Source: an optimization exercise on an open RTL-to-GDS flow (aim: small area and a short achievable clock period). Production flows keep margins and buffers that such runs may drop.
In this exercise RTL edits were held to simulation tests only and were not proved equivalent to the original.
Power figures rest on the tool's default switching activity, not on a simulated workload.

$ cat design/flow/flow/run.sh
#!/bin/bash
# The standard layout (standard.sh), with these changes made on its make
# command line / environment:
#  - ADDER_MAP_FILE is left empty, so synthesis does not extract full and
#    half adder cells and ABC maps the adder and popcount trees from gates;
#    the rest of synth_recipe.tcl runs unchanged, so the registers and their
#    names are the standard synthesis's
#  - ports are buffered with sky130_fd_sc_hd__buf_2 instead of the default
#    delay buffer
#  - the steps up to clock tree synthesis repair timing to the setup margin
#    of config.mk; routing and the steps after it repair to a margin of
#    flow/late_margin only
set -euo pipefail
LATE=$(cat flow/late_margin)
sed 's#SYNTH_SCRIPT=#ADDER_MAP_FILE= SYNTH_SCRIPT=#' standard.sh > flow_standard.sh
grep -q "ADDER_MAP_FILE= SYNTH_SCRIPT=" flow_standard.sh
sed "s#SETUP_SLACK_MARGIN=[^ ]*#SETUP_SLACK_MARGIN=$LATE#" flow_standard.sh > flow_standard_late.sh
grep -q "SETUP_SLACK_MARGIN=$LATE " flow_standard_late.sh
export BUFFER_PORTS_ARGS="-buffer_cell sky130_fd_sc_hd__buf_2"
bash flow_standard.sh cts > flow_make_early.log 2>&1
bash flow_standard_late.sh > flow_make_late.log 2>&1
$ cat design/flow/flow/late_margin
2.7
$ cat design/flow/standard.sh
#!/bin/bash
# synth_recipe.tcl (not shown) runs the flow's synth.tcl, then flattens the netlist and writes it again
# the make line also repeats each setting of config.mk as NAME=value (left out here)
make -C /OpenROAD-flow-scripts/flow DESIGN_CONFIG=/design/flow/config.mk WORK_HOME=/design/flow/orfs CLKGATE_MAP_FILE= SYNTH_SCRIPT=/design/flow/synth_recipe.tcl "${@:-finish}"
$ cat design/flow/config.mk
export PLATFORM = sky130hd
export DESIGN_NAME = bmu_top
export DESIGN_NICKNAME = bmu_top
export VERILOG_FILES = /design/flow/design.v
export SDC_FILE = /design/flow/constraint.sdc
export NUM_CORES = 4
export LEC_CHECK = 0
export ABC_AREA = 1
export CAP_MARGIN = 20
export CORE_MARGIN = 2
export CORE_UTILIZATION = 40
export PLACE_DENSITY = 0.6
export SETUP_SLACK_MARGIN = 3.0
export SLEW_MARGIN = 20
$ cat design/flow/constraint.sdc
create_clock -name core_clock -period 7.5 [get_ports {clk}]
set_input_delay 1.5000 -clock core_clock [delete_from_list [all_inputs] [get_ports {clk}]]
set_output_delay 1.5000 -clock core_clock [all_outputs]
set_load 0.01 [all_outputs]
$ cat design/flow/design.v
package bmu_op_pkg;
  localparam int BMU_OP_W = 6;
  typedef enum logic [BMU_OP_W-1:0] {
    OP_NOP,
    OP_ADD,
    OP_SUB,
    OP_SLT,
    OP_SLTU,
    OP_AND,
    OP_OR,
    OP_XOR,
    OP_ANDN,
    OP_ORN,
    OP_XNOR,
    OP_SLL,
    OP_SRL,
    OP_SRA,
    OP_ROL,
    OP_ROR,
    OP_SH1ADD,
    OP_SH2ADD,
    OP_SH3ADD,
    OP_CLZ,
    OP_CTZ,
    OP_CPOP,
    OP_SEXT_B,
    OP_SEXT_H,
    OP_MIN,
    OP_MAX,
    OP_MINU,
    OP_MAXU,
    OP_PACK,
    OP_PACKU,
    OP_PACKH,
    OP_REV8,
    OP_ORC_B,
    OP_BSET,
    OP_BCLR,
    OP_BINV,
    OP_BEXT,
    OP_CSRW,
    OP_CSRWI
  } bmu_op_e;
endpackage
package bmu_data_pkg;
  localparam int BMU_XLEN = 32;
  localparam int BMU_SHAMT_W = $clog2(BMU_XLEN);
  localparam int BMU_COUNT_W = $clog2(BMU_XLEN) + 1;
  typedef logic [BMU_XLEN-1:0] bmu_word_t;
  typedef logic [BMU_SHAMT_W-1:0] bmu_shamt_t;
  typedef logic [BMU_COUNT_W-1:0] bmu_count_t;
endpackage
module bmu_top #(
  parameter bit ZBA_EN = 1'b1,
  parameter bit ZBB_EN = 1'b1,
  parameter bit ZBS_EN = 1'b1,
  parameter bit ZBP_EN = 1'b1
) (
  input  logic        clk,
  input  logic        rst_n,
  input  logic        valid_in,
  input  logic [5:0]  op,
  input  logic        csr_ren,
  input  logic [31:0] csr_rddata,
  input  logic [31:0] a,
  input  logic [31:0] b,
  output logic [31:0] result,
  output logic        error
);
  logic ext_off;
  always_comb begin
    case (op)
      6'd16, 6'd17, 6'd18:
        ext_off = !ZBA_EN;
      6'd8, 6'd9, 6'd10, 6'd14, 6'd15, 6'd19, 6'd20, 6'd21, 6'd22, 6'd23,
      6'd24, 6'd25, 6'd26, 6'd27, 6'd28, 6'd30, 6'd31, 6'd32:
        ext_off = !ZBB_EN;
      6'd33, 6'd34, 6'd35, 6'd36:
        ext_off = !ZBS_EN;
      6'd29:
        ext_off = !ZBP_EN;
      default:
        ext_off = 1'b0;
    endcase
  end
  logic illegal, csr_sel, en;
  assign illegal = (csr_ren && (op != 6'd0)) || ext_off;
  assign csr_sel = csr_ren && (op == 6'd0);
  assign en      = !csr_ren && !ext_off;
  logic [63:0] d;
  assign d = {63'd0, en} << op;
  logic o_add, o_sub, o_slt, o_sltu, o_and, o_or, o_xor, o_andn, o_orn, o_xnor;
  logic o_sll, o_srl, o_sra, o_rol, o_ror, o_sh1, o_sh2, o_sh3, o_clz, o_ctz;
  logic o_cpop, o_sextb, o_sexth, o_min, o_max, o_minu, o_maxu, o_pack, o_packu;
  logic o_packh, o_rev8, o_orcb, o_bset, o_bclr, o_binv, o_bext, o_csrw, o_csrwi;
  assign o_add   = d[1];
  assign o_sub   = d[2];
  assign o_slt   = d[3];
  assign o_sltu  = d[4];
  assign o_and   = d[5];
  assign o_or    = d[6];
  assign o_xor   = d[7];
  assign o_andn  = d[8];
  assign o_orn   = d[9];
  assign o_xnor  = d[10];
  assign o_sll   = d[11];
  assign o_srl   = d[12];
  assign o_sra   = d[13];
  assign o_rol   = d[14];
  assign o_ror   = d[15];
  assign o_sh1   = d[16];
  assign o_sh2   = d[17];
  assign o_sh3   = d[18];
  assign o_clz   = d[19];
  assign o_ctz   = d[20];
  assign o_cpop  = d[21];
  assign o_sextb = d[22];
  assign o_sexth = d[23];
  assign o_min   = d[24];
  assign o_max   = d[25];
  assign o_minu  = d[26];
  assign o_maxu  = d[27];
  assign o_pack  = d[28];
  assign o_packu = d[29];
  assign o_packh = d[30];
  assign o_rev8  = d[31];
  assign o_orcb  = d[32];
  assign o_bset  = d[33];
  assign o_bclr  = d[34];
  assign o_binv  = d[35];
  assign o_bext  = d[36];
  assign o_csrw  = d[37];
  assign o_csrwi = d[38];
  logic shx, sh1, sh2, sh3, eoh, inv, cin, cmp_s;
  assign shx   = op[4] & ~op[3];
  assign sh1   = shx & ~op[1] & ~op[0];
  assign sh2   = shx & op[0];
  assign sh3   = shx & op[1];
  assign eoh   = op[5];
  assign inv   = op[3] | (~op[4] & ~op[2] & ~op[0]) | (op[2] & ~op[1] & ~op[0]) |
                 (~op[5] & ~op[2] & op[1] & op[0]);
  assign cin   = op[3] | (~op[4] & ~op[0]) | (op[1] & op[0]);
  assign cmp_s = op[4] ? ~op[1] : op[0];
  logic mn, mx, kc, k1, k2;
  assign mn    = o_min | o_minu;
  assign mx    = o_max | o_maxu;
  assign kc    = o_add | o_sub | o_sh1 | o_sh2 | o_sh3;
  assign k1    = o_and | o_andn | o_or | o_orn | o_bset | o_bclr;
  assign k2    = kc | o_xor | o_xnor | o_or | o_orn | o_bset | o_binv;
  logic [4:0]  s;
  logic [31:0] oh, am, bm, p, g, c, x;
  assign s = b[4:0];
  always_comb begin
    for (int i = 0; i < 32; i++) begin
      oh[i] = (s == i[4:0]);
      am[i] = (a[i] & ~shx) | ((i >= 1) ? (a[(i+31)%32] & sh1) : 1'b0) |
              ((i >= 2) ? (a[(i+30)%32] & sh2) : 1'b0) | ((i >= 3) ? (a[(i+29)%32] & sh3) : 1'b0);
      bm[i] = (eoh ? oh[i] : b[i]) ^ inv;
    end
  end
  assign p = am ^ bm;
  assign g = am & bm;
  always_comb begin
    for (int i = 0; i < 32; i++) begin
      x[i] = ((p[i] & k2) | (g[i] & k1)) ^ (c[i] & kc);
    end
  end
  logic lt;
  assign lt = ~((cmp_s ? (~a[31] & b[31]) : g[31]) | (p[31] & c[31]));
  logic sel_a, sel_b, pa_lo8, pa_lo16, pa_hi, pb_lo, pb_hi;
  assign sel_a   = (mn & lt) | (mx & ~lt);
  assign sel_b   = (mn & ~lt) | (mx & lt);
  assign pa_hi   = sel_a | o_csrw;
  assign pa_lo16 = pa_hi | o_sexth | o_pack;
  assign pa_lo8  = pa_lo16 | o_sextb | o_packh;
  assign pb_lo   = sel_b | o_csrwi;
  assign pb_hi   = pb_lo | o_packu;
  logic [31:0] cp;
  always_comb begin
    for (int i = 0; i < 32; i++) begin
      cp[i] = (a[i] & ((i < 8) ? pa_lo8 : (i < 16) ? pa_lo16 : pa_hi)) |
              (b[i] & ((i < 16) ? pb_lo : pb_hi));
    end
  end
  logic        left;
  logic [4:0]  r;
  logic [31:0] rot0, rot1, rot2, rot3, rot4, rot;
  assign left = ~op[2] | (op[1] & ~op[0]);
  assign r[0] = s[0];
  assign r[1] = s[1] ^ (left & s[0]);
  assign r[2] = s[2] ^ (left & (|s[1:0]));
  assign r[3] = s[3] ^ (left & (|s[2:0]));
  assign r[4] = s[4] ^ (left & (|s[3:0]));
  assign rot0 = r[0] ? {a[0], a[31:1]} : a;
  assign rot1 = r[1] ? {rot0[1:0], rot0[31:2]} : rot0;
  assign rot2 = r[2] ? {rot1[3:0], rot1[31:4]} : rot1;
  assign rot3 = r[3] ? {rot2[7:0], rot2[31:8]} : rot2;
  assign rot  = r[4] ? {rot3[15:0], rot3[31:16]} : rot3;
  logic [31:0] t, shv;
  logic rotate, right;
  assign rotate = o_rol | o_ror;
  assign right  = o_srl | o_sra;
  always_comb begin
    for (int j = 0; j < 32; j++) t[j] = (s <= j[4:0]);
    for (int i = 0; i < 32; i++) begin
      shv[i] = (rot[i] & (rotate | (o_sll & t[i]) | (right & t[31-i]))) |
               (o_sra & a[31] & ~t[31-i]);
    end
  end
  logic [5:0] pop, lzc, tzc, cnt;
  assign cnt = ({6{o_cpop}} & pop) | ({6{o_clz}} & lzc) | ({6{o_ctz}} & tzc);
  logic [31:0] y;
  always_comb begin
    for (int i = 0; i < 32; i++) begin
      y[i] = (o_rev8 & a[8*(3-i/8) + i%8]) | (o_orcb & (|a[8*(i/8) +: 8]));
      if (i >= 8)             y[i] = y[i] | (o_sextb & a[7]);
      if (i >= 16)            y[i] = y[i] | (o_sexth & a[15]) | (o_pack & b[(i+16)%32]);
      if (i < 16)             y[i] = y[i] | (o_packu & a[(i+16)%32]);
      if (i >= 8 && i < 16)   y[i] = y[i] | (o_packh & b[(i+24)%32]);
    end
  end
  logic [31:0] result_next;
  always_comb begin
    result_next = x | shv | y | cp | (csr_rddata & {32{csr_sel}});
    result_next[5:0] = result_next[5:0] | cnt;
    result_next[0] = result_next[0] | (lt & (o_slt | o_sltu)) | (o_bext & rot[0]);
  end
  always_ff @(posedge clk or negedge rst_n) begin
    if (!rst_n) begin
      result <= '0;
      error  <= 1'b0;
    end else if (valid_in) begin
      result <= result_next;
      error  <= illegal;
    end
  end
  logic pc_1;
  logic pc_2;
  logic pc_3;
  logic pc_4;
  logic pc_5;
  logic pc_6;
  logic pc_7;
  logic pc_8;
  logic pc_9;
  logic pc_10;
  logic pc_11;
  logic pc_12;
  logic pc_13;
  logic pc_14;
  logic pc_15;
  logic pc_16;
  logic pc_17;
  logic pc_18;
  logic pc_19;
  logic pc_20;
  logic pc_21;
  logic pc_22;
  logic pc_23;
  logic pc_24;
  logic pc_25;
  logic pc_26;
  logic pc_27;
  logic pc_28;
  logic pc_29;
  logic pc_30;
  logic pc_31;
  logic pc_32;
  logic pc_33;
  logic pc_34;
  logic pc_35;
  logic pc_36;
  logic pc_37;
  logic pc_38;
  logic pc_39;
  logic pc_40;
  logic pc_41;
  logic pc_42;
  logic pc_43;
  logic pc_44;
  logic pc_45;
  logic pc_46;
  logic pc_47;
  logic pc_48;
  logic pc_49;
  logic pc_50;
  logic pc_51;
  logic pc_52;
  logic pc_o0;
  logic pc_o1;
  logic pc_o2;
  logic pc_o3;
  logic pc_o4;
  logic pc_o5;
  logic lz_v1_0;
  logic lz_c1_0_0;
  logic lz_v1_1;
  logic lz_c1_1_0;
  logic lz_v1_2;
  logic lz_c1_2_0;
  logic lz_v1_3;
  logic lz_c1_3_0;
  logic lz_v1_4;
  logic lz_c1_4_0;
  logic lz_v1_5;
  logic lz_c1_5_0;
  logic lz_v1_6;
  logic lz_c1_6_0;
  logic lz_v1_7;
  logic lz_c1_7_0;
  logic lz_v1_8;
  logic lz_c1_8_0;
  logic lz_v1_9;
  logic lz_c1_9_0;
  logic lz_v1_10;
  logic lz_c1_10_0;
  logic lz_v1_11;
  logic lz_c1_11_0;
  logic lz_v1_12;
  logic lz_c1_12_0;
  logic lz_v1_13;
  logic lz_c1_13_0;
  logic lz_v1_14;
  logic lz_c1_14_0;
  logic lz_v1_15;
  logic lz_c1_15_0;
  logic lz_v2_0;
  logic lz_c2_0_0;
  logic lz_c2_0_1;
  logic lz_v2_1;
  logic lz_c2_1_0;
  logic lz_c2_1_1;
  logic lz_v2_2;
  logic lz_c2_2_0;
  logic lz_c2_2_1;
  logic lz_v2_3;
  logic lz_c2_3_0;
  logic lz_c2_3_1;
  logic lz_v2_4;
  logic lz_c2_4_0;
  logic lz_c2_4_1;
  logic lz_v2_5;
  logic lz_c2_5_0;
  logic lz_c2_5_1;
  logic lz_v2_6;
  logic lz_c2_6_0;
  logic lz_c2_6_1;
  logic lz_v2_7;
  logic lz_c2_7_0;
  logic lz_c2_7_1;
  logic lz_v3_0;
  logic lz_c3_0_0;
  logic lz_c3_0_1;
  logic lz_c3_0_2;
  logic lz_v3_1;
  logic lz_c3_1_0;
  logic lz_c3_1_1;
  logic lz_c3_1_2;
  logic lz_v3_2;
  logic lz_c3_2_0;
  logic lz_c3_2_1;
  logic lz_c3_2_2;
  logic lz_v3_3;
  logic lz_c3_3_0;
  logic lz_c3_3_1;
  logic lz_c3_3_2;
  logic lz_v4_0;
  logic lz_c4_0_0;
  logic lz_c4_0_1;
  logic lz_c4_0_2;
  logic lz_c4_0_3;
  logic lz_v4_1;
  logic lz_c4_1_0;
  logic lz_c4_1_1;
  logic lz_c4_1_2;
  logic lz_c4_1_3;
  logic lz_v5_0;
  logic lz_c5_0_0;
  logic lz_c5_0_1;
  logic lz_c5_0_2;
  logic lz_c5_0_3;
  logic lz_c5_0_4;
  logic tz_v1_0;
  logic tz_c1_0_0;
  logic tz_v1_1;
  logic tz_c1_1_0;
  logic tz_v1_2;
  logic tz_c1_2_0;
  logic tz_v1_3;
  logic tz_c1_3_0;
  logic tz_v1_4;
  logic tz_c1_4_0;
  logic tz_v1_5;
  logic tz_c1_5_0;
  logic tz_v1_6;
  logic tz_c1_6_0;
  logic tz_v1_7;
  logic tz_c1_7_0;
  logic tz_v1_8;
  logic tz_c1_8_0;
  logic tz_v1_9;
  logic tz_c1_9_0;
  logic tz_v1_10;
  logic tz_c1_10_0;
  logic tz_v1_11;
  logic tz_c1_11_0;
  logic tz_v1_12;
  logic tz_c1_12_0;
  logic tz_v1_13;
  logic tz_c1_13_0;
  logic tz_v1_14;
  logic tz_c1_14_0;
  logic tz_v1_15;
  logic tz_c1_15_0;
  logic tz_v2_0;
  logic tz_c2_0_0;
  logic tz_c2_0_1;
  logic tz_v2_1;
  logic tz_c2_1_0;
  logic tz_c2_1_1;
  logic tz_v2_2;
  logic tz_c2_2_0;
  logic tz_c2_2_1;
  logic tz_v2_3;
  logic tz_c2_3_0;
  logic tz_c2_3_1;
  logic tz_v2_4;
  logic tz_c2_4_0;
  logic tz_c2_4_1;
  logic tz_v2_5;
  logic tz_c2_5_0;
  logic tz_c2_5_1;
  logic tz_v2_6;
  logic tz_c2_6_0;
  logic tz_c2_6_1;
  logic tz_v2_7;
  logic tz_c2_7_0;
  logic tz_c2_7_1;
  logic tz_v3_0;
  logic tz_c3_0_0;
  logic tz_c3_0_1;
  logic tz_c3_0_2;
  logic tz_v3_1;
  logic tz_c3_1_0;
  logic tz_c3_1_1;
  logic tz_c3_1_2;
  logic tz_v3_2;
  logic tz_c3_2_0;
  logic tz_c3_2_1;
  logic tz_c3_2_2;
  logic tz_v3_3;
  logic tz_c3_3_0;
  logic tz_c3_3_1;
  logic tz_c3_3_2;
  logic tz_v4_0;
  logic tz_c4_0_0;
  logic tz_c4_0_1;
  logic tz_c4_0_2;
  logic tz_c4_0_3;
  logic tz_v4_1;
  logic tz_c4_1_0;
  logic tz_c4_1_1;
  logic tz_c4_1_2;
  logic tz_c4_1_3;
  logic tz_v5_0;
  logic tz_c5_0_0;
  logic tz_c5_0_1;
  logic tz_c5_0_2;
  logic tz_c5_0_3;
  logic tz_c5_0_4;
  logic bk_g1_1;
  logic bk_p1_1;
  logic bk_g1_3;
  logic bk_p1_3;
  logic bk_g1_5;
  logic bk_p1_5;
  logic bk_g1_7;
  logic bk_p1_7;
  logic bk_g1_9;
  logic bk_p1_9;
  logic bk_g1_11;
  logic bk_p1_11;
  logic bk_g1_13;
  logic bk_p1_13;
  logic bk_g1_15;
  logic bk_p1_15;
  logic bk_g1_17;
  logic bk_p1_17;
  logic bk_g1_19;
  logic bk_p1_19;
  logic bk_g1_21;
  logic bk_p1_21;
  logic bk_g1_23;
  logic bk_p1_23;
  logic bk_g1_25;
  logic bk_p1_25;
  logic bk_g1_27;
  logic bk_p1_27;
  logic bk_g1_29;
  logic bk_p1_29;
  logic bk_g1_31;
  logic bk_p1_31;
  logic bk_g2_3;
  logic bk_p2_3;
  logic bk_g2_7;
  logic bk_p2_7;
  logic bk_g2_11;
  logic bk_p2_11;
  logic bk_g2_15;
  logic bk_p2_15;
  logic bk_g2_19;
  logic bk_p2_19;
  logic bk_g2_23;
  logic bk_p2_23;
  logic bk_g2_27;
  logic bk_p2_27;
  logic bk_g2_31;
  logic bk_p2_31;
  logic bk_g4_7;
  logic bk_p4_7;
  logic bk_g4_15;
  logic bk_p4_15;
  logic bk_g4_23;
  logic bk_p4_23;
  logic bk_g4_31;
  logic bk_p4_31;
  logic bk_g8_15;
  logic bk_p8_15;
  logic bk_g8_31;
  logic bk_p8_31;
  logic bk_g16_31;
  logic bk_p16_31;
  logic bk_h8_23;
  logic bk_h4_11;
  logic bk_h4_19;
  logic bk_h4_27;
  logic bk_h2_5;
  logic bk_h2_9;
  logic bk_h2_13;
  logic bk_h2_17;
  logic bk_h2_21;
  logic bk_h2_25;
  logic bk_h2_29;
  logic bk_h1_2;
  logic bk_h1_4;
  logic bk_h1_6;
  logic bk_h1_8;
  logic bk_h1_10;
  logic bk_h1_12;
  logic bk_h1_14;
  logic bk_h1_16;
  logic bk_h1_18;
  logic bk_h1_20;
  logic bk_h1_22;
  logic bk_h1_24;
  logic bk_h1_26;
  logic bk_h1_28;
  logic bk_h1_30;
  assign pc_1 = a[0] ^ a[10] ^ a[11];
  assign pc_2 = (a[0] & a[10]) | (a[0] & a[11]) | (a[10] & a[11]);
  assign pc_3 = a[12] ^ a[13] ^ a[14];
  assign pc_4 = (a[12] & a[13]) | (a[12] & a[14]) | (a[13] & a[14]);
  assign pc_5 = a[15] ^ a[16] ^ a[17];
  assign pc_6 = (a[15] & a[16]) | (a[15] & a[17]) | (a[16] & a[17]);
  assign pc_7 = a[18] ^ a[19] ^ a[1];
  assign pc_8 = (a[18] & a[19]) | (a[18] & a[1]) | (a[19] & a[1]);
  assign pc_9 = a[20] ^ a[21] ^ a[22];
  assign pc_10 = (a[20] & a[21]) | (a[20] & a[22]) | (a[21] & a[22]);
  assign pc_11 = a[23] ^ a[24] ^ a[25];
  assign pc_12 = (a[23] & a[24]) | (a[23] & a[25]) | (a[24] & a[25]);
  assign pc_13 = a[26] ^ a[27] ^ a[28];
  assign pc_14 = (a[26] & a[27]) | (a[26] & a[28]) | (a[27] & a[28]);
  assign pc_15 = a[29] ^ a[2] ^ a[30];
  assign pc_16 = (a[29] & a[2]) | (a[29] & a[30]) | (a[2] & a[30]);
  assign pc_17 = a[31] ^ a[3] ^ a[4];
  assign pc_18 = (a[31] & a[3]) | (a[31] & a[4]) | (a[3] & a[4]);
  assign pc_19 = a[5] ^ a[6] ^ a[7];
  assign pc_20 = (a[5] & a[6]) | (a[5] & a[7]) | (a[6] & a[7]);
  assign pc_21 = a[8] ^ a[9] ^ pc_1;
  assign pc_22 = (a[8] & a[9]) | (a[8] & pc_1) | (a[9] & pc_1);
  assign pc_23 = pc_11 ^ pc_13 ^ pc_15;
  assign pc_24 = (pc_11 & pc_13) | (pc_11 & pc_15) | (pc_13 & pc_15);
  assign pc_25 = pc_17 ^ pc_19 ^ pc_3;
  assign pc_26 = (pc_17 & pc_19) | (pc_17 & pc_3) | (pc_19 & pc_3);
  assign pc_27 = pc_5 ^ pc_7 ^ pc_9;
  assign pc_28 = (pc_5 & pc_7) | (pc_5 & pc_9) | (pc_7 & pc_9);
  assign pc_29 = pc_21 ^ pc_23 ^ pc_25;
  assign pc_30 = (pc_21 & pc_23) | (pc_21 & pc_25) | (pc_23 & pc_25);
  assign pc_31 = pc_10 ^ pc_12 ^ pc_14;
  assign pc_32 = (pc_10 & pc_12) | (pc_10 & pc_14) | (pc_12 & pc_14);
  assign pc_33 = pc_16 ^ pc_18 ^ pc_2;
  assign pc_34 = (pc_16 & pc_18) | (pc_16 & pc_2) | (pc_18 & pc_2);
  assign pc_35 = pc_20 ^ pc_4 ^ pc_6;
  assign pc_36 = (pc_20 & pc_4) | (pc_20 & pc_6) | (pc_4 & pc_6);
  assign pc_37 = pc_8 ^ pc_22 ^ pc_24;
  assign pc_38 = (pc_8 & pc_22) | (pc_8 & pc_24) | (pc_22 & pc_24);
  assign pc_39 = pc_26 ^ pc_28 ^ pc_31;
  assign pc_40 = (pc_26 & pc_28) | (pc_26 & pc_31) | (pc_28 & pc_31);
  assign pc_41 = pc_33 ^ pc_35 ^ pc_30;
  assign pc_42 = (pc_33 & pc_35) | (pc_33 & pc_30) | (pc_35 & pc_30);
  assign pc_43 = pc_37 ^ pc_39;
  assign pc_44 = pc_37 & pc_39;
  assign pc_45 = pc_32 ^ pc_34 ^ pc_36;
  assign pc_46 = (pc_32 & pc_34) | (pc_32 & pc_36) | (pc_34 & pc_36);
  assign pc_47 = pc_38 ^ pc_40 ^ pc_45;
  assign pc_48 = (pc_38 & pc_40) | (pc_38 & pc_45) | (pc_40 & pc_45);
  assign pc_49 = pc_44 ^ pc_42;
  assign pc_50 = pc_44 & pc_42;
  assign pc_51 = pc_46 ^ pc_48;
  assign pc_52 = pc_46 & pc_48;
  assign pc_o0 = (pc_27 ^ pc_29) ^ (1'b0);
  assign pc_o1 = (pc_43 ^ pc_41) ^ (((pc_27 & pc_29)));
  assign pc_o2 = (pc_47 ^ pc_49) ^ (((pc_27 & pc_29) & (pc_43 | pc_41)) | ((pc_43 & pc_41)));
  assign pc_o3 = (pc_50 ^ pc_51) ^ (((pc_27 & pc_29) & (pc_43 | pc_41) & (pc_47 | pc_49)) | ((pc_43 & pc_41) & (pc_47 | pc_49)) | ((pc_47 & pc_49)));
  assign pc_o4 = pc_52 ^ (((pc_27 & pc_29) & (pc_43 | pc_41) & (pc_47 | pc_49) & (pc_50 | pc_51)) | ((pc_43 & pc_41) & (pc_47 | pc_49) & (pc_50 | pc_51)) | ((pc_47 & pc_49) & (pc_50 | pc_51)) | ((pc_50 & pc_51)));
  assign pc_o5 = 1'b0 ^ (((pc_27 & pc_29) & (pc_43 | pc_41) & (pc_47 | pc_49) & (pc_50 | pc_51) & pc_52) | ((pc_43 & pc_41) & (pc_47 | pc_49) & (pc_50 | pc_51) & pc_52) | ((pc_47 & pc_49) & (pc_50 | pc_51) & pc_52) | ((pc_50 & pc_51) & pc_52) | (1'b0));
  assign lz_v1_0 = a[1] | a[0];
  assign lz_c1_0_0 = ~a[1];
  assign lz_v1_1 = a[3] | a[2];
  assign lz_c1_1_0 = ~a[3];
  assign lz_v1_2 = a[5] | a[4];
  assign lz_c1_2_0 = ~a[5];
  assign lz_v1_3 = a[7] | a[6];
  assign lz_c1_3_0 = ~a[7];
  assign lz_v1_4 = a[9] | a[8];
  assign lz_c1_4_0 = ~a[9];
  assign lz_v1_5 = a[11] | a[10];
  assign lz_c1_5_0 = ~a[11];
  assign lz_v1_6 = a[13] | a[12];
  assign lz_c1_6_0 = ~a[13];
  assign lz_v1_7 = a[15] | a[14];
  assign lz_c1_7_0 = ~a[15];
  assign lz_v1_8 = a[17] | a[16];
  assign lz_c1_8_0 = ~a[17];
  assign lz_v1_9 = a[19] | a[18];
  assign lz_c1_9_0 = ~a[19];
  assign lz_v1_10 = a[21] | a[20];
  assign lz_c1_10_0 = ~a[21];
  assign lz_v1_11 = a[23] | a[22];
  assign lz_c1_11_0 = ~a[23];
  assign lz_v1_12 = a[25] | a[24];
  assign lz_c1_12_0 = ~a[25];
  assign lz_v1_13 = a[27] | a[26];
  assign lz_c1_13_0 = ~a[27];
  assign lz_v1_14 = a[29] | a[28];
  assign lz_c1_14_0 = ~a[29];
  assign lz_v1_15 = a[31] | a[30];
  assign lz_c1_15_0 = ~a[31];
  assign lz_v2_0 = lz_v1_1 | lz_v1_0;
  assign lz_c2_0_0 = lz_v1_1 ? lz_c1_1_0 : lz_c1_0_0;
  assign lz_c2_0_1 = ~lz_v1_1;
  assign lz_v2_1 = lz_v1_3 | lz_v1_2;
  assign lz_c2_1_0 = lz_v1_3 ? lz_c1_3_0 : lz_c1_2_0;
  assign lz_c2_1_1 = ~lz_v1_3;
  assign lz_v2_2 = lz_v1_5 | lz_v1_4;
  assign lz_c2_2_0 = lz_v1_5 ? lz_c1_5_0 : lz_c1_4_0;
  assign lz_c2_2_1 = ~lz_v1_5;
  assign lz_v2_3 = lz_v1_7 | lz_v1_6;
  assign lz_c2_3_0 = lz_v1_7 ? lz_c1_7_0 : lz_c1_6_0;
  assign lz_c2_3_1 = ~lz_v1_7;
  assign lz_v2_4 = lz_v1_9 | lz_v1_8;
  assign lz_c2_4_0 = lz_v1_9 ? lz_c1_9_0 : lz_c1_8_0;
  assign lz_c2_4_1 = ~lz_v1_9;
  assign lz_v2_5 = lz_v1_11 | lz_v1_10;
  assign lz_c2_5_0 = lz_v1_11 ? lz_c1_11_0 : lz_c1_10_0;
  assign lz_c2_5_1 = ~lz_v1_11;
  assign lz_v2_6 = lz_v1_13 | lz_v1_12;
  assign lz_c2_6_0 = lz_v1_13 ? lz_c1_13_0 : lz_c1_12_0;
  assign lz_c2_6_1 = ~lz_v1_13;
  assign lz_v2_7 = lz_v1_15 | lz_v1_14;
  assign lz_c2_7_0 = lz_v1_15 ? lz_c1_15_0 : lz_c1_14_0;
  assign lz_c2_7_1 = ~lz_v1_15;
  assign lz_v3_0 = lz_v2_1 | lz_v2_0;
  assign lz_c3_0_0 = lz_v2_1 ? lz_c2_1_0 : lz_c2_0_0;
  assign lz_c3_0_1 = lz_v2_1 ? lz_c2_1_1 : lz_c2_0_1;
  assign lz_c3_0_2 = ~lz_v2_1;
  assign lz_v3_1 = lz_v2_3 | lz_v2_2;
  assign lz_c3_1_0 = lz_v2_3 ? lz_c2_3_0 : lz_c2_2_0;
  assign lz_c3_1_1 = lz_v2_3 ? lz_c2_3_1 : lz_c2_2_1;
  assign lz_c3_1_2 = ~lz_v2_3;
  assign lz_v3_2 = lz_v2_5 | lz_v2_4;
  assign lz_c3_2_0 = lz_v2_5 ? lz_c2_5_0 : lz_c2_4_0;
  assign lz_c3_2_1 = lz_v2_5 ? lz_c2_5_1 : lz_c2_4_1;
  assign lz_c3_2_2 = ~lz_v2_5;
  assign lz_v3_3 = lz_v2_7 | lz_v2_6;
  assign lz_c3_3_0 = lz_v2_7 ? lz_c2_7_0 : lz_c2_6_0;
  assign lz_c3_3_1 = lz_v2_7 ? lz_c2_7_1 : lz_c2_6_1;
  assign lz_c3_3_2 = ~lz_v2_7;
  assign lz_v4_0 = lz_v3_1 | lz_v3_0;
  assign lz_c4_0_0 = lz_v3_1 ? lz_c3_1_0 : lz_c3_0_0;
  assign lz_c4_0_1 = lz_v3_1 ? lz_c3_1_1 : lz_c3_0_1;
  assign lz_c4_0_2 = lz_v3_1 ? lz_c3_1_2 : lz_c3_0_2;
  assign lz_c4_0_3 = ~lz_v3_1;
  assign lz_v4_1 = lz_v3_3 | lz_v3_2;
  assign lz_c4_1_0 = lz_v3_3 ? lz_c3_3_0 : lz_c3_2_0;
  assign lz_c4_1_1 = lz_v3_3 ? lz_c3_3_1 : lz_c3_2_1;
  assign lz_c4_1_2 = lz_v3_3 ? lz_c3_3_2 : lz_c3_2_2;
  assign lz_c4_1_3 = ~lz_v3_3;
  assign lz_v5_0 = lz_v4_1 | lz_v4_0;
  assign lz_c5_0_0 = lz_v4_1 ? lz_c4_1_0 : lz_c4_0_0;
  assign lz_c5_0_1 = lz_v4_1 ? lz_c4_1_1 : lz_c4_0_1;
  assign lz_c5_0_2 = lz_v4_1 ? lz_c4_1_2 : lz_c4_0_2;
  assign lz_c5_0_3 = lz_v4_1 ? lz_c4_1_3 : lz_c4_0_3;
  assign lz_c5_0_4 = ~lz_v4_1;
  assign tz_v1_0 = a[0] | a[1];
  assign tz_c1_0_0 = ~a[0];
  assign tz_v1_1 = a[2] | a[3];
  assign tz_c1_1_0 = ~a[2];
  assign tz_v1_2 = a[4] | a[5];
  assign tz_c1_2_0 = ~a[4];
  assign tz_v1_3 = a[6] | a[7];
  assign tz_c1_3_0 = ~a[6];
  assign tz_v1_4 = a[8] | a[9];
  assign tz_c1_4_0 = ~a[8];
  assign tz_v1_5 = a[10] | a[11];
  assign tz_c1_5_0 = ~a[10];
  assign tz_v1_6 = a[12] | a[13];
  assign tz_c1_6_0 = ~a[12];
  assign tz_v1_7 = a[14] | a[15];
  assign tz_c1_7_0 = ~a[14];
  assign tz_v1_8 = a[16] | a[17];
  assign tz_c1_8_0 = ~a[16];
  assign tz_v1_9 = a[18] | a[19];
  assign tz_c1_9_0 = ~a[18];
  assign tz_v1_10 = a[20] | a[21];
  assign tz_c1_10_0 = ~a[20];
  assign tz_v1_11 = a[22] | a[23];
  assign tz_c1_11_0 = ~a[22];
  assign tz_v1_12 = a[24] | a[25];
  assign tz_c1_12_0 = ~a[24];
  assign tz_v1_13 = a[26] | a[27];
  assign tz_c1_13_0 = ~a[26];
  assign tz_v1_14 = a[28] | a[29];
  assign tz_c1_14_0 = ~a[28];
  assign tz_v1_15 = a[30] | a[31];
  assign tz_c1_15_0 = ~a[30];
  assign tz_v2_0 = tz_v1_0 | tz_v1_1;
  assign tz_c2_0_0 = tz_v1_0 ? tz_c1_0_0 : tz_c1_1_0;
  assign tz_c2_0_1 = ~tz_v1_0;
  assign tz_v2_1 = tz_v1_2 | tz_v1_3;
  assign tz_c2_1_0 = tz_v1_2 ? tz_c1_2_0 : tz_c1_3_0;
  assign tz_c2_1_1 = ~tz_v1_2;
  assign tz_v2_2 = tz_v1_4 | tz_v1_5;
  assign tz_c2_2_0 = tz_v1_4 ? tz_c1_4_0 : tz_c1_5_0;
  assign tz_c2_2_1 = ~tz_v1_4;
  assign tz_v2_3 = tz_v1_6 | tz_v1_7;
  assign tz_c2_3_0 = tz_v1_6 ? tz_c1_6_0 : tz_c1_7_0;
  assign tz_c2_3_1 = ~tz_v1_6;
  assign tz_v2_4 = tz_v1_8 | tz_v1_9;
  assign tz_c2_4_0 = tz_v1_8 ? tz_c1_8_0 : tz_c1_9_0;
  assign tz_c2_4_1 = ~tz_v1_8;
  assign tz_v2_5 = tz_v1_10 | tz_v1_11;
  assign tz_c2_5_0 = tz_v1_10 ? tz_c1_10_0 : tz_c1_11_0;
  assign tz_c2_5_1 = ~tz_v1_10;
  assign tz_v2_6 = tz_v1_12 | tz_v1_13;
  assign tz_c2_6_0 = tz_v1_12 ? tz_c1_12_0 : tz_c1_13_0;
  assign tz_c2_6_1 = ~tz_v1_12;
  assign tz_v2_7 = tz_v1_14 | tz_v1_15;
  assign tz_c2_7_0 = tz_v1_14 ? tz_c1_14_0 : tz_c1_15_0;
  assign tz_c2_7_1 = ~tz_v1_14;
  assign tz_v3_0 = tz_v2_0 | tz_v2_1;
  assign tz_c3_0_0 = tz_v2_0 ? tz_c2_0_0 : tz_c2_1_0;
  assign tz_c3_0_1 = tz_v2_0 ? tz_c2_0_1 : tz_c2_1_1;
  assign tz_c3_0_2 = ~tz_v2_0;
  assign tz_v3_1 = tz_v2_2 | tz_v2_3;
  assign tz_c3_1_0 = tz_v2_2 ? tz_c2_2_0 : tz_c2_3_0;
  assign tz_c3_1_1 = tz_v2_2 ? tz_c2_2_1 : tz_c2_3_1;
  assign tz_c3_1_2 = ~tz_v2_2;
  assign tz_v3_2 = tz_v2_4 | tz_v2_5;
  assign tz_c3_2_0 = tz_v2_4 ? tz_c2_4_0 : tz_c2_5_0;
  assign tz_c3_2_1 = tz_v2_4 ? tz_c2_4_1 : tz_c2_5_1;
  assign tz_c3_2_2 = ~tz_v2_4;
  assign tz_v3_3 = tz_v2_6 | tz_v2_7;
  assign tz_c3_3_0 = tz_v2_6 ? tz_c2_6_0 : tz_c2_7_0;
  assign tz_c3_3_1 = tz_v2_6 ? tz_c2_6_1 : tz_c2_7_1;
  assign tz_c3_3_2 = ~tz_v2_6;
  assign tz_v4_0 = tz_v3_0 | tz_v3_1;
  assign tz_c4_0_0 = tz_v3_0 ? tz_c3_0_0 : tz_c3_1_0;
  assign tz_c4_0_1 = tz_v3_0 ? tz_c3_0_1 : tz_c3_1_1;
  assign tz_c4_0_2 = tz_v3_0 ? tz_c3_0_2 : tz_c3_1_2;
  assign tz_c4_0_3 = ~tz_v3_0;
  assign tz_v4_1 = tz_v3_2 | tz_v3_3;
  assign tz_c4_1_0 = tz_v3_2 ? tz_c3_2_0 : tz_c3_3_0;
  assign tz_c4_1_1 = tz_v3_2 ? tz_c3_2_1 : tz_c3_3_1;
  assign tz_c4_1_2 = tz_v3_2 ? tz_c3_2_2 : tz_c3_3_2;
  assign tz_c4_1_3 = ~tz_v3_2;
  assign tz_v5_0 = tz_v4_0 | tz_v4_1;
  assign tz_c5_0_0 = tz_v4_0 ? tz_c4_0_0 : tz_c4_1_0;
  assign tz_c5_0_1 = tz_v4_0 ? tz_c4_0_1 : tz_c4_1_1;
  assign tz_c5_0_2 = tz_v4_0 ? tz_c4_0_2 : tz_c4_1_2;
  assign tz_c5_0_3 = tz_v4_0 ? tz_c4_0_3 : tz_c4_1_3;
  assign tz_c5_0_4 = ~tz_v4_0;
  assign pop[0] = pc_o0;
  assign lzc[0] = (lz_c5_0_0 & lz_v5_0);
  assign tzc[0] = (tz_c5_0_0 & tz_v5_0);
  assign pop[1] = pc_o1;
  assign lzc[1] = (lz_c5_0_1 & lz_v5_0);
  assign tzc[1] = (tz_c5_0_1 & tz_v5_0);
  assign pop[2] = pc_o2;
  assign lzc[2] = (lz_c5_0_2 & lz_v5_0);
  assign tzc[2] = (tz_c5_0_2 & tz_v5_0);
  assign pop[3] = pc_o3;
  assign lzc[3] = (lz_c5_0_3 & lz_v5_0);
  assign tzc[3] = (tz_c5_0_3 & tz_v5_0);
  assign pop[4] = pc_o4;
  assign lzc[4] = (lz_c5_0_4 & lz_v5_0);
  assign tzc[4] = (tz_c5_0_4 & tz_v5_0);
  assign pop[5] = pc_o5;
  assign lzc[5] = ~lz_v5_0;
  assign tzc[5] = ~tz_v5_0;
  assign bk_g1_1 = g[1] | (p[1] & (g[0] | (p[0] & cin)));
  assign bk_p1_1 = p[1] & p[0];
  assign bk_g1_3 = g[3] | (p[3] & g[2]);
  assign bk_p1_3 = p[3] & p[2];
  assign bk_g1_5 = g[5] | (p[5] & g[4]);
  assign bk_p1_5 = p[5] & p[4];
  assign bk_g1_7 = g[7] | (p[7] & g[6]);
  assign bk_p1_7 = p[7] & p[6];
  assign bk_g1_9 = g[9] | (p[9] & g[8]);
  assign bk_p1_9 = p[9] & p[8];
  assign bk_g1_11 = g[11] | (p[11] & g[10]);
  assign bk_p1_11 = p[11] & p[10];
  assign bk_g1_13 = g[13] | (p[13] & g[12]);
  assign bk_p1_13 = p[13] & p[12];
  assign bk_g1_15 = g[15] | (p[15] & g[14]);
  assign bk_p1_15 = p[15] & p[14];
  assign bk_g1_17 = g[17] | (p[17] & g[16]);
  assign bk_p1_17 = p[17] & p[16];
  assign bk_g1_19 = g[19] | (p[19] & g[18]);
  assign bk_p1_19 = p[19] & p[18];
  assign bk_g1_21 = g[21] | (p[21] & g[20]);
  assign bk_p1_21 = p[21] & p[20];
  assign bk_g1_23 = g[23] | (p[23] & g[22]);
  assign bk_p1_23 = p[23] & p[22];
  assign bk_g1_25 = g[25] | (p[25] & g[24]);
  assign bk_p1_25 = p[25] & p[24];
  assign bk_g1_27 = g[27] | (p[27] & g[26]);
  assign bk_p1_27 = p[27] & p[26];
  assign bk_g1_29 = g[29] | (p[29] & g[28]);
  assign bk_p1_29 = p[29] & p[28];
  assign bk_g1_31 = g[31] | (p[31] & g[30]);
  assign bk_p1_31 = p[31] & p[30];
  assign bk_g2_3 = bk_g1_3 | (bk_p1_3 & bk_g1_1);
  assign bk_p2_3 = bk_p1_3 & bk_p1_1;
  assign bk_g2_7 = bk_g1_7 | (bk_p1_7 & bk_g1_5);
  assign bk_p2_7 = bk_p1_7 & bk_p1_5;
  assign bk_g2_11 = bk_g1_11 | (bk_p1_11 & bk_g1_9);
  assign bk_p2_11 = bk_p1_11 & bk_p1_9;
  assign bk_g2_15 = bk_g1_15 | (bk_p1_15 & bk_g1_13);
  assign bk_p2_15 = bk_p1_15 & bk_p1_13;
  assign bk_g2_19 = bk_g1_19 | (bk_p1_19 & bk_g1_17);
  assign bk_p2_19 = bk_p1_19 & bk_p1_17;
  assign bk_g2_23 = bk_g1_23 | (bk_p1_23 & bk_g1_21);
  assign bk_p2_23 = bk_p1_23 & bk_p1_21;
  assign bk_g2_27 = bk_g1_27 | (bk_p1_27 & bk_g1_25);
  assign bk_p2_27 = bk_p1_27 & bk_p1_25;
  assign bk_g2_31 = bk_g1_31 | (bk_p1_31 & bk_g1_29);
  assign bk_p2_31 = bk_p1_31 & bk_p1_29;
  assign bk_g4_7 = bk_g2_7 | (bk_p2_7 & bk_g2_3);
  assign bk_p4_7 = bk_p2_7 & bk_p2_3;
  assign bk_g4_15 = bk_g2_15 | (bk_p2_15 & bk_g2_11);
  assign bk_p4_15 = bk_p2_15 & bk_p2_11;
  assign bk_g4_23 = bk_g2_23 | (bk_p2_23 & bk_g2_19);
  assign bk_p4_23 = bk_p2_23 & bk_p2_19;
  assign bk_g4_31 = bk_g2_31 | (bk_p2_31 & bk_g2_27);
  assign bk_p4_31 = bk_p2_31 & bk_p2_27;
  assign bk_g8_15 = bk_g4_15 | (bk_p4_15 & bk_g4_7);
  assign bk_p8_15 = bk_p4_15 & bk_p4_7;
  assign bk_g8_31 = bk_g4_31 | (bk_p4_31 & bk_g4_23);
  assign bk_p8_31 = bk_p4_31 & bk_p4_23;
  assign bk_g16_31 = bk_g8_31 | (bk_p8_31 & bk_g8_15);
  assign bk_p16_31 = bk_p8_31 & bk_p8_15;
  assign bk_h8_23 = bk_g4_23 | (bk_p4_23 & bk_g8_15);
  assign bk_h4_11 = bk_g2_11 | (bk_p2_11 & bk_g4_7);
  assign bk_h4_19 = bk_g2_19 | (bk_p2_19 & bk_g8_15);
  assign bk_h4_27 = bk_g2_27 | (bk_p2_27 & bk_h8_23);
  assign bk_h2_5 = bk_g1_5 | (bk_p1_5 & bk_g2_3);
  assign bk_h2_9 = bk_g1_9 | (bk_p1_9 & bk_g4_7);
  assign bk_h2_13 = bk_g1_13 | (bk_p1_13 & bk_h4_11);
  assign bk_h2_17 = bk_g1_17 | (bk_p1_17 & bk_g8_15);
  assign bk_h2_21 = bk_g1_21 | (bk_p1_21 & bk_h4_19);
  assign bk_h2_25 = bk_g1_25 | (bk_p1_25 & bk_h8_23);
  assign bk_h2_29 = bk_g1_29 | (bk_p1_29 & bk_h4_27);
  assign bk_h1_2 = g[2] | (p[2] & bk_g1_1);
  assign bk_h1_4 = g[4] | (p[4] & bk_g2_3);
  assign bk_h1_6 = g[6] | (p[6] & bk_h2_5);
  assign bk_h1_8 = g[8] | (p[8] & bk_g4_7);
  assign bk_h1_10 = g[10] | (p[10] & bk_h2_9);
  assign bk_h1_12 = g[12] | (p[12] & bk_h4_11);
  assign bk_h1_14 = g[14] | (p[14] & bk_h2_13);
  assign bk_h1_16 = g[16] | (p[16] & bk_g8_15);
  assign bk_h1_18 = g[18] | (p[18] & bk_h2_17);
  assign bk_h1_20 = g[20] | (p[20] & bk_h4_19);
  assign bk_h1_22 = g[22] | (p[22] & bk_h2_21);
  assign bk_h1_24 = g[24] | (p[24] & bk_h8_23);
  assign bk_h1_26 = g[26] | (p[26] & bk_h2_25);
  assign bk_h1_28 = g[28] | (p[28] & bk_h4_27);
  assign bk_h1_30 = g[30] | (p[30] & bk_h2_29);
  assign c[0] = cin;
  assign c[1] = (g[0] | (p[0] & cin));
  assign c[2] = bk_g1_1;
  assign c[3] = bk_h1_2;
  assign c[4] = bk_g2_3;
  assign c[5] = bk_h1_4;
  assign c[6] = bk_h2_5;
  assign c[7] = bk_h1_6;
  assign c[8] = bk_g4_7;
  assign c[9] = bk_h1_8;
  assign c[10] = bk_h2_9;
  assign c[11] = bk_h1_10;
  assign c[12] = bk_h4_11;
  assign c[13] = bk_h1_12;
  assign c[14] = bk_h2_13;
  assign c[15] = bk_h1_14;
  assign c[16] = bk_g8_15;
  assign c[17] = bk_h1_16;
  assign c[18] = bk_h2_17;
  assign c[19] = bk_h1_18;
  assign c[20] = bk_h4_19;
  assign c[21] = bk_h1_20;
  assign c[22] = bk_h2_21;
  assign c[23] = bk_h1_22;
  assign c[24] = bk_h8_23;
  assign c[25] = bk_h1_24;
  assign c[26] = bk_h2_25;
  assign c[27] = bk_h1_26;
  assign c[28] = bk_h4_27;
  assign c[29] = bk_h1_28;
  assign c[30] = bk_h2_29;
  assign c[31] = bk_h1_30;
endmodule
==> results.cfg, run 1 <==
[layout]
n_antenna_cell = 0
stdcell_area_mm2 = 0.0128
syn_to_final_growth_pct = 19.6
drive_gt1_share_pct = 18.6
final_net_count = 2292
fill_cells = 2959
instances_no_fill = 2522

[logic_synthesis]
synthSimpleGateAreaFrac_pct = 41.9
synth-edff-count = 0
yosysMostFrequentCell = nand2_1
ys_warn_count = 1
synth_compound_area_share_pct = 32.4
synthMuxAreaShare_pct = 0
synth_area_mm2 = 0.0107
synth_common_cells = nand2_1 (637), inv_1 (232), nor2_1 (229), o21ai_0 (170), a21oi_1 (130)
synth-seq-area-share_pct = 7.70
syn_area_per_cell_um2 = 5.17
async_reset_ff_share_pct = 100
synth_fp_nets = 2178
synth-adder-area-share_pct = 0
synth_xor_area_share_pct = 3.75
ys_seq_elements = 33
yosysTopAreaCellShare_pct = 22.3
yosysUniqueCellTypes = 63
yosys-top-cells-area = nand2_1 (22%), inv_1 (8.1%), nor2_1 (8.0%), o21ai_0 (7.9%), dfrtp_1 (7.7%)
ys.flop_type = dfrtp_1
synth_top_family_by_area = simple AND/OR/NAND/NOR gates
postSynthCellCount = 2072
yosys.area.top_type = nand2_1

[floorplanning]
start_util_pct = 40.9
core-area_mm2 = 0.0262
rows = 59
io_pins = 139
fp.dieH_um = 168
die-area_mm2 = 0.0281
die_w_um = 168

[worst_hold_path]
hp-start = error
min_path_type = register to register

[drt]
vias_per_cell = 6.32
avgRoutedWirePerCell_um = 26.8
drt_iter0_markers = 2304
drt-pass1-iter-count = 9
vias = 15950
post-route-drc-count = 0
antenna_left = 0
routed_wl_um = 67700

[power_and_ir_drop]
p_leak_nw = 5.91
combinationalPowerShare_pct = 72.2
p_switching_mw = 0.939
p_clk_share_pct = 14.2
p_seq_share_pct = 13.6
swShare_pct = 56.4
powerDensity_mw_per_mm2 = 130
p_int_mw = 0.728
irDropWorstVdd_mv = 0.106

[timing]
setup_viol = 0
rsz0062_at_grt = yes
hold_violations = 0
min_period_ns = 4.76
hold_ws_ns = 0.502
fin_setup_tns_ns = 0
fmax_mhz = 210
finClkSkew_ns = 0
tightest_slew_ns = 1.02
relSlewSlack_pct = 30.4
fin_crit_sh_pct = 63.4
report.final.slew_viol_count = 0

[setup_path]
crit_type = input port to register
startpoint_type = input port
end_kind = register
critPathMaxFanout = 11
cp.arrival_ns = 4.94
timing.rr.start = result[31]
startpoint = op[1]
worst_ep_required_time_ns = 7.68

[clocking]
clk_path_buf_depth = 2
cts_tree = done
clk_pin_slew_ns = 0.07
cts_hold_buf = 0
cts_buffers = 5
insertion_delay_ns = 0.30
cts_sinks = 33
cts.htree.levels = 2
cts_root_buf = clkbuf_16

[place]
dp_hpwl_um = 51600
placed_cell_area_mm2 = 0.0115
gp_congestion = 1.10
io_buffers = 138
placed_cells = 2454

[grt]
gr-usage-all-layers_pct = 46.5
grt_overflow = 0
grt_max_degree = 64
antenna_found_initial = 3
grt_pass1_wl_um = 95700
first_global_vias = 14432

[flow_run]
drv_cap = 0

[run_status]
status = timing/DRC/antenna clean
## state kept, by name, indices dropped and copies added (netlist names)
signal  flops
error       1
result     32
## worst paths after layout
kind | to | slack [ns] | cells past startpoint
min reg2reg | error | 0.50 | 2
min | error | 0.50 | 2
max reg2reg | result[31] | 6.80 | 2
max in group asynchronous | result[2] | 5.60 | 1
min in group asynchronous | result[21] | 1.33 | 1
max | result[1] | 2.74 | 20
## layout by cell type, fill, tap and decap left out, types with 13 or more instances in the layout
| cell type | n |
|---|---|
| clkinvlp_4 | 13 |
| o22ai_1 | 62 |
| a2111oi_0 | 13 |
| a21oi_2 | 31 |
| buf_4 | 64 |
| inv_1 | 218 |
| or2_2 | 20 |
| dfrtp_1 | 33 |
| o21a_1 | 17 |
| buf_2 | 129 |
| nand2_1 | 619 |
| xor2_1 | 22 |
| nand4_1 | 25 |
| o221ai_1 | 16 |
| o21ai_0 | 164 |
| xnor2_1 | 17 |
| a21oi_1 | 124 |
| o21ai_1 | 22 |
| nand3_1 | 69 |
| nor2_1 | 219 |
| nand2_2 | 28 |
| o211ai_1 | 26 |
| nor2_2 | 13 |
## power by group through the flow
stage	clock, mW	combinational [mW]	sequential (mW)
global placement	0	1.05	0.229
finish	0.236	1.20	0.227
detailed placement	0	1.06	0.229
global route	0.242	1.30	0.230
CTS	0.234	1.15	0.227
floorplan	0	0.711	0.244
## through the flow
stage	setup WS (ns)	power, mW	util (%)
2_1_floorplan	3.33	0.955	-
3_3_place_gp	1.98	1.28	43.8
3_5_place_dp	1.92	1.29	43.8
4_1_cts	2.99	1.61	48.1
5_1_grt	2.68	1.77	48.9
6_report	2.74	1.67	48.9
## area by class of cell
cell class	count	area [um^2]	share of cell area, %
clock inverters	1	5.00	0.0390
flip-flops and latches	33	826	6.44
clock buffers	7	153	1.19
repair buffers	215	1510	11.8
multi-input cells	1680	8890	69.3
inverters	250	1020	7.93
well taps	335	419	3.27
repair inverters	1	5.00	0.0390
## critical path: stages
cell and delay (ns):
buf_2 0.15, inv_1 0.11, o21ai_0 0.16, buf_4 0.22, nand2_2 0.26, xor2_4 0.30, buf_12 0.17, buf_4 0.16
o21ai_0 0.27, inv_1 0.10, o21ai_0 0.15, inv_1 0.08, a21oi_2 0.22, nand2_1 0.08, nand3_1 0.26, o2111ai_1 0.17
a31oi_1 0.16, nand2_1 0.13, a21oi_1 0.18, a21oi_1 0.09
## timing repair
action	4_1_cts	5_1_grt
endpoints found under the setup margin	32	31
cloned	7	0
gates resized for setup	123	29
pin swaps	16	9
buffers inserted	39	14
## per-layer routing
layer,wire length (um),global-route usage (%)
met1,25200,57.8
met2,27000,67.5
met3,8880,13.0
met4,6630,36.0
met5,27,1.57
## cell families after synthesis
logic type / count (synthesis)
compound gates: 563
simple gates: 1067
buf+inv: 364
flops: 33
xor+xnor: 45
==> inputs of run 2 (changes only) <==
==> design/flow/flow/late_margin (replaced) <==
0.5
--- a/design/flow/config.mk
+++ b/design/flow/config.mk
@@ -10,5 +10,5 @@
 export CORE_MARGIN = 2
 export CORE_UTILIZATION = 40
 export PLACE_DENSITY = 0.6
-export SETUP_SLACK_MARGIN = 3.0
+export SETUP_SLACK_MARGIN = 2.8
 export SLEW_MARGIN = 20
==> results.cfg, run 2 <==
[run_status]
status = timing/DRC/antenna clean

[logic_synthesis]
async_reset_ff_share_pct = 100
synth-seq-area-share_pct = 7.70
ys.flop_type = dfrtp_1
yosys.area.top_type = nand2_1
ys_seq_elements = 33
synth_common_cells = nand2_1 (637), inv_1 (232), nor2_1 (229), o21ai_0 (170), a21oi_1 (130)
yosysUniqueCellTypes = 63
yosysTopAreaCellShare_pct = 22.3
synth_fp_nets = 2178
yosys-top-cells-area = nand2_1 (22%), inv_1 (8.1%), nor2_1 (8.0%), o21ai_0 (7.9%), dfrtp_1 (7.7%)
syn_area_per_cell_um2 = 5.17
postSynthCellCount = 2072
yosysMostFrequentCell = nand2_1
ys_warn_count = 1
synth-edff-count = 0
synth_area_mm2 = 0.0107

[floorplanning]
io_pins = 139
rows = 59
start_util_pct = 40.9
fp.dieH_um = 168
die-area_mm2 = 0.0281
core-area_mm2 = 0.0262
die_w_um = 168

[setup_path]
crit_type = input port to register
critPathMaxFanout = 26
worst_ep_required_time_ns = 7.68
cp.arrival_ns = 5.13
end_kind = register
reg2regPathDepth = 2
rrSetupSlack_ns = 6.80
worstPathCellList = buf_2, buf_4, nor2_1, inv_1, nor2_1, inv_1, nor2_1, inv_1, o21ai_0, a2111oi_0, nand4_1, a21oi_2, a21oi_2
slowest_delay_ns = 1.05
timing.rr.start = result[31]
r2r_end = result[31]
crit_slowest_cell = a2111oi_0
startpoint_type = input port

[layout]
fill_cells = 3037
final_util_pct = 46.0
instances_no_fill = 2483
syn_to_final_growth_pct = 12.3
multi_input_area_mm2 = 0.00860
largest-register = result
largest_reg_flops = 32
final_net_count = 2252
stdcell_area_mm2 = 0.0120
reg.largest.list = result: 32 flops, error: 1 flops
drive_gt1_share_pct = 14.6
seqCellArea_um2 = 826
final_common_cell = nand2_1
final_cell_mix = nand2_1 (631), inv_1 (230), nor2_1 (227), o21ai_0 (169), buf_2 (132)

[grt]
antenna_found_initial = 0
grt_overflow = 0
gr-usage-all-layers_pct = 45.3
grt_max_degree = 64
first_global_vias = 14086
grt_pass1_wl_um = 93400

[drt]
routed_wl_um = 65700
drt_iter0_markers = 2111
antenna_left = 0
post-route-drc-count = 0
vias_per_cell = 6.29
drt-pass1-iter-count = 8
avgRoutedWirePerCell_um = 26.5
vias = 15625

[place]
dp_hpwl_um = 51600
io_buffers = 138
placed_cell_area_mm2 = 0.0115
gp_congestion = 1.10
dp_slack_ns = 1.92
placed_cells = 2454

[timing]
report.final.slew_viol_count = 0
fmax_mhz = 202
fin_ws_ns = 2.54
min_period_ns = 4.96
rsz0062_at_grt = no
fin_setup_tns_ns = 0
tightest_slew_ns = 1.23
hold_ws_ns = 0.507
fin_crit_sh_pct = 66.1
setup_viol = 0
hold_violations = 0
finClkSkew_ns = 0
relSlewSlack_pct = 15.8

[worst_hold_path]
min_path_type = register to register
hp-start = error
min_path_cells = 2
worstHoldEndpoint = error

[clocking]
cts_buffers = 5
cts_root_buf = clkbuf_16
cts_sinks = 33
clk_pin_slew_ns = 0.07
clk_path_buf_depth = 2
cts_tree = done
cts_hold_buf = 0
cts.htree.levels = 2
insertion_delay_ns = 0.30

[power_and_ir_drop]
swShare_pct = 56.5
irDropWorstVdd_mv = 0.105
p_int_mw = 0.691
p_switching_mw = 0.899
combinationalPowerShare_pct = 70.9
p_seq_share_pct = 14.3
finalPower_mw = 1.59
powerDensity_mw_per_mm2 = 132
p_leak_nw = 5.66
p_clk_share_pct = 14.9

[flow_run]
drv_cap = 0
==> run 2: cell count changes in the layout (fill, tap and decap cells not counted), moves of 7 or more <==
cell	change
nor2_1	+8
nand2_2	-7
nand2_1	+12
buf_4	-26
inv_1	+12
clkinvlp_4	-11
==> run 2: critical path, delay by kind of cell <==
kind | cells | cell delay (ns)
AOI/OAI and AO/OA | 4 | 1.46
and+or+nand+nor | 4 | 0.73
buffers and inverters | 5 | 1.41
==> run 2: repair_timing <==
| item | CTS | global route |
|---|---|---|
| resized for setup | 41 | 0 |
| setup buffers | 17 | 0 |
| hold endpoints to repair | 0 | 0 |
| endpoints found under the setup margin | 32 | 0 |
==> run 2: cells by family after synthesis <==
| group | count (synthesis) | share of synthesized area [%] |
|---|---|---|
| flip-flops | 33 | 7.70 |
| buffers and inverters | 364 | 14.3 |
| AND/OR/NAND/NOR | 1067 | 41.9 |
| AO/OA/AOI/OAI | 563 | 32.4 |
| XOR/XNOR | 45 | 3.75 |
==> run 2: how the worst max path moves through the flow <==
stage | startpoint | end | depth (start not counted)
detailed placement | op[5] | result[1] | 32
CTS | op[4] | result[16] | 30
global route | op[5] | result[16] | 33
global placement | op[5] | result[1] | 32
floorplan | op[4] | result[6] | 31
finish | op[5] | result[28] | 13
==> run 2: per-layer routing <==
| metal | wire length (um) | GRT usage, % | vias to the layer above |
|---|---|---|---|
| li1 | - | - | 7046 |
| met1 | 24900 | 56.5 | 7108 |
| met2 | 26100 | 66.1 | 1164 |
| met3 | 8020 | 11.7 | 307 |
| met4 | 6690 | 35.8 | 0 |
| met5 | 0 | 0 | - |
==> run 2: power by group through the flow <==
stage / logic [mW] / registers [mW] / clock network, mW
after global placement: 1.05 / 0.229 / 0
after floorplan: 0.711 / 0.244 / 0
after CTS: 1.09 / 0.227 / 0.234
after detailed placement: 1.06 / 0.229 / 0
after global routing: 1.22 / 0.230 / 0.242
final: 1.13 / 0.227 / 0.236
==> run 2: layout make-up <==
| cell class | count | share of cell area, % |
|---|---|---|
| Clock buffer | 7 | 1.27 |
| Timing Repair Buffer | 178 | 9.07 |
| Multi-Input combinational cell | 1678 | 71.4 |
| Antenna cell | 1 | 0.0208 |
| Sequential cell | 33 | 6.86 |
| Inverter | 250 | 7.90 |
| Tap cell | 335 | 3.48 |
| Clock inverter | 1 | 0.0416 |
==> inputs of run 3 (changes only) <==
--- a/design/flow/config.mk
+++ b/design/flow/config.mk
@@ -10,5 +10,5 @@
 export CORE_MARGIN = 2
 export CORE_UTILIZATION = 40
 export PLACE_DENSITY = 0.6
-export SETUP_SLACK_MARGIN = 2.8
+export SETUP_SLACK_MARGIN = 3.15
 export SLEW_MARGIN = 20
==> results.cfg, run 3 <==
[floorplanning]
die-area_mm2 = 0.0281
start_util_pct = 40.9
rows = 59
io_pins = 139
fp.dieH_um = 168
die_w_um = 168
core-area_mm2 = 0.0262

[logic_synthesis]
yosysUniqueCellTypes = 63
syn_area_per_cell_um2 = 5.17
ys_warn_count = 1
synth_compound_area_share_pct = 32.4
synthMuxAreaShare_pct = 0
yosysMostFrequentCell = nand2_1
synth-seq-area-share_pct = 7.70
synth_top_family_by_area = simple AND/OR/NAND/NOR gates
ys_seq_elements = 33
synthSimpleGateAreaFrac_pct = 41.9
synth_xor_area_share_pct = 3.75
yosysTopAreaCellShare_pct = 22.3
synth_fp_nets = 2178
synth_common_cells = nand2_1 (637), inv_1 (232), nor2_1 (229), o21ai_0 (170), a21oi_1 (130)
synth-adder-area-share_pct = 0
synth_area_mm2 = 0.0107
ys.flop_type = dfrtp_1
yosys-top-cells-area = nand2_1 (22%), inv_1 (8.1%), nor2_1 (8.0%), o21ai_0 (7.9%), dfrtp_1 (7.7%)
async_reset_ff_share_pct = 100
synth-edff-count = 0
yosys.area.top_type = nand2_1
postSynthCellCount = 2072

[clocking]
cts_buffers = 5
cts_root_buf = clkbuf_16
cts.htree.levels = 2
clk_path_buf_depth = 2
cts_tree = done
clk_pin_slew_ns = 0.07
insertion_delay_ns = 0.30
cts_sinks = 33

[power_and_ir_drop]
p_leak_nw = 6.33
irDropWorstVdd_mv = 0.106
powerDensity_mw_per_mm2 = 129

[flow_run]
drv_cap = 0

[timing]
report.final.slew_viol_count = 0
relSlewSlack_pct = 34.3
min_period_ns = 4.57
rsz0062_at_grt = no
setup_viol = 0
finClkSkew_ns = 0
fin_setup_tns_ns = 0
fmax_mhz = 219
hold_violations = 0
tightest_slew_ns = 0.984
fin_crit_sh_pct = 60.9

[grt]
grt_pass1_wl_um = 98800
grt_max_degree = 64
antenna_found_initial = 2
first_global_vias = 15066
gr-usage-all-layers_pct = 47.7
grt_overflow = 0

[place]
placed_cells = 2454
dp_hpwl_um = 51600
io_buffers = 138
gp_congestion = 1.10

[drt]
drt-pass1-iter-count = 9
vias_per_cell = 6.36
drt_iter0_markers = 2440
avgRoutedWirePerCell_um = 26.8
routed_wl_um = 69200
vias = 16435
post-route-drc-count = 0
antenna_left = 0

[setup_path]
worst_ep_required_time_ns = 7.69
worstPathCellList = buf_2, nor2_1, inv_1, nor2_1, inv_1, nor2_2, inv_1, nor2_4, inv_1, nor2_1, nor2_1, o2111ai_1, o2111ai_1, nor3_1, nand2_1, a311oi_2, o21ai_0, a21oi_1, a21oi_1
cp.arrival_ns = 4.76
slowest_delay_ns = 0.31
critPathMaxFanout = 8
crit_type = input port to register
rrSetupSlack_ns = 6.78
crit_slowest_cell = a311oi_2
end_kind = register
startpoint_type = input port

[layout]
instances_no_fill = 2586
final_common_cell = nand2_1
final_net_count = 2356
final_cell_mix = nand2_1 (603), nor2_1 (215), inv_1 (210), o21ai_0 (155), buf_4 (123)
largest_reg_flops = 32
drive_gt1_share_pct = 23.0
reg.largest.list = result: 32 flops, error: 1 flops
largest-register = result
n_antenna_cell = 0
syn_to_final_growth_pct = 28.5

[worst_hold_path]
min_path_type = register to register

[run_status]
status = timing/DRC/antenna clean
[run 3: worst paths after layout]
kind	from	endpoint	cells past startpoint
setup / recovery	a[20]	result[0]	19
hold / removal	error	error	2
setup reg to reg	result[31]	result[31]	2
hold reg to reg	error	error	2
max in group asynchronous	rst_n	result[2]	1
min in group asynchronous	rst_n	result[21]	1
[run 3: repair_timing]
action	4_1_cts	5_1_grt
buffers inserted	115	0
gates resized for setup	261	0
endpoints found under the hold margin	0	0
hold buffers	0	0
setup endpoints to repair	32	0
[run 3: logic make-up after synthesis]
family          after synthesis
compound gates              563
xor+xnor                     45
buf+inv                     364
flops                        33
simple gates               1067
[run 3: layer usage]
layer  track usage [%]  wire, um  vias to the layer above
met3              12.9      9210                      345
met5                 0        24                        -
met4              38.7      7230                        4
li1                  -         -                     7270
met1              58.9     25400                     7434
met2              69.4     27400                     1382
[run 3: layout make-up]
class,instances,area (um^2)
Clock buffer,7,153
Clock inverter,1,5.00
Fill cell,2876,12400
Inverter,250,1060
Multi-Input combinational cell,1681,9160
Sequential cell,33,826
Tap cell,335,419
Timing Repair Buffer,278,2160
Timing Repair inverter,1,5.00
[run 3: metrics by stage]
| stage | total power, mW | area, um^2 | hold slack [ns] | utilization [%] | setup WS (ns) |
|---|---|---|---|---|---|
| 2_1_floorplan | 0.955 | 10700 | 0.518 | - | 3.33 |
| 3_3_place_gp | 1.28 | 11500 | 0.490 | 43.8 | 1.98 |
| 3_5_place_dp | 1.29 | 11500 | 0.482 | 43.8 | 1.92 |
| 4_1_cts | 1.72 | 13800 | 0.506 | 52.6 | 3.15 |
| 5_1_grt | 1.88 | 13800 | 0.532 | 52.6 | 2.72 |
| 6_report | 1.78 | 13800 | 0.508 | 52.6 | 2.93 |
[run 3: worst max-delay path, delay by kind of cell]
kind,cells,cell delay (ns)
buffers and inverters,5,0.71
AND/OR/NAND/NOR,8,1.43
AO/OA/AOI/OAI,6,1.08
[run 3: report_power, final]
group / switching [mW] / internal (mW)
clock network: 0.0956 / 0.141
registers: 0.0173 / 0.210
logic: 0.866 / 0.446

==> separate check: timing with driven ports <==
No port has a modelled driver above. Below, the same layouts with a new extraction and two added sets of constraints.
Step 1 assumes that a clkbuf_16 drives the clock port and a buf_2 every other input.
Step 2 moves the port delays by t, midway between the first and last clock arrival at a register: inputs arrive t later, outputs are due t later. That takes back most of the time a late clock gives input paths.
a / b / c = no drivers / after step 1 / after step 2; a / b = the first two.
run	shift t [ns]	slack for setup (ns)	latest minus earliest clock arrival (ns)	worst data-port slew with drivers (ns)
run 1	0.341	2.742 / 2.765 / 2.425	0.014 / 0.013	0.07
run 2	0.340	2.543 / 2.567 / 2.227	0.014 / 0.014	0.04
run 3	0.332	2.932 / 2.937 / 2.605	0.014 / 0.014	0.09
After both steps setup and hold are still met in every run listed. For run 3, which loses most, drivers alone change the setup slack by +0.005 ns; drivers and shift together by -0.327 ns.
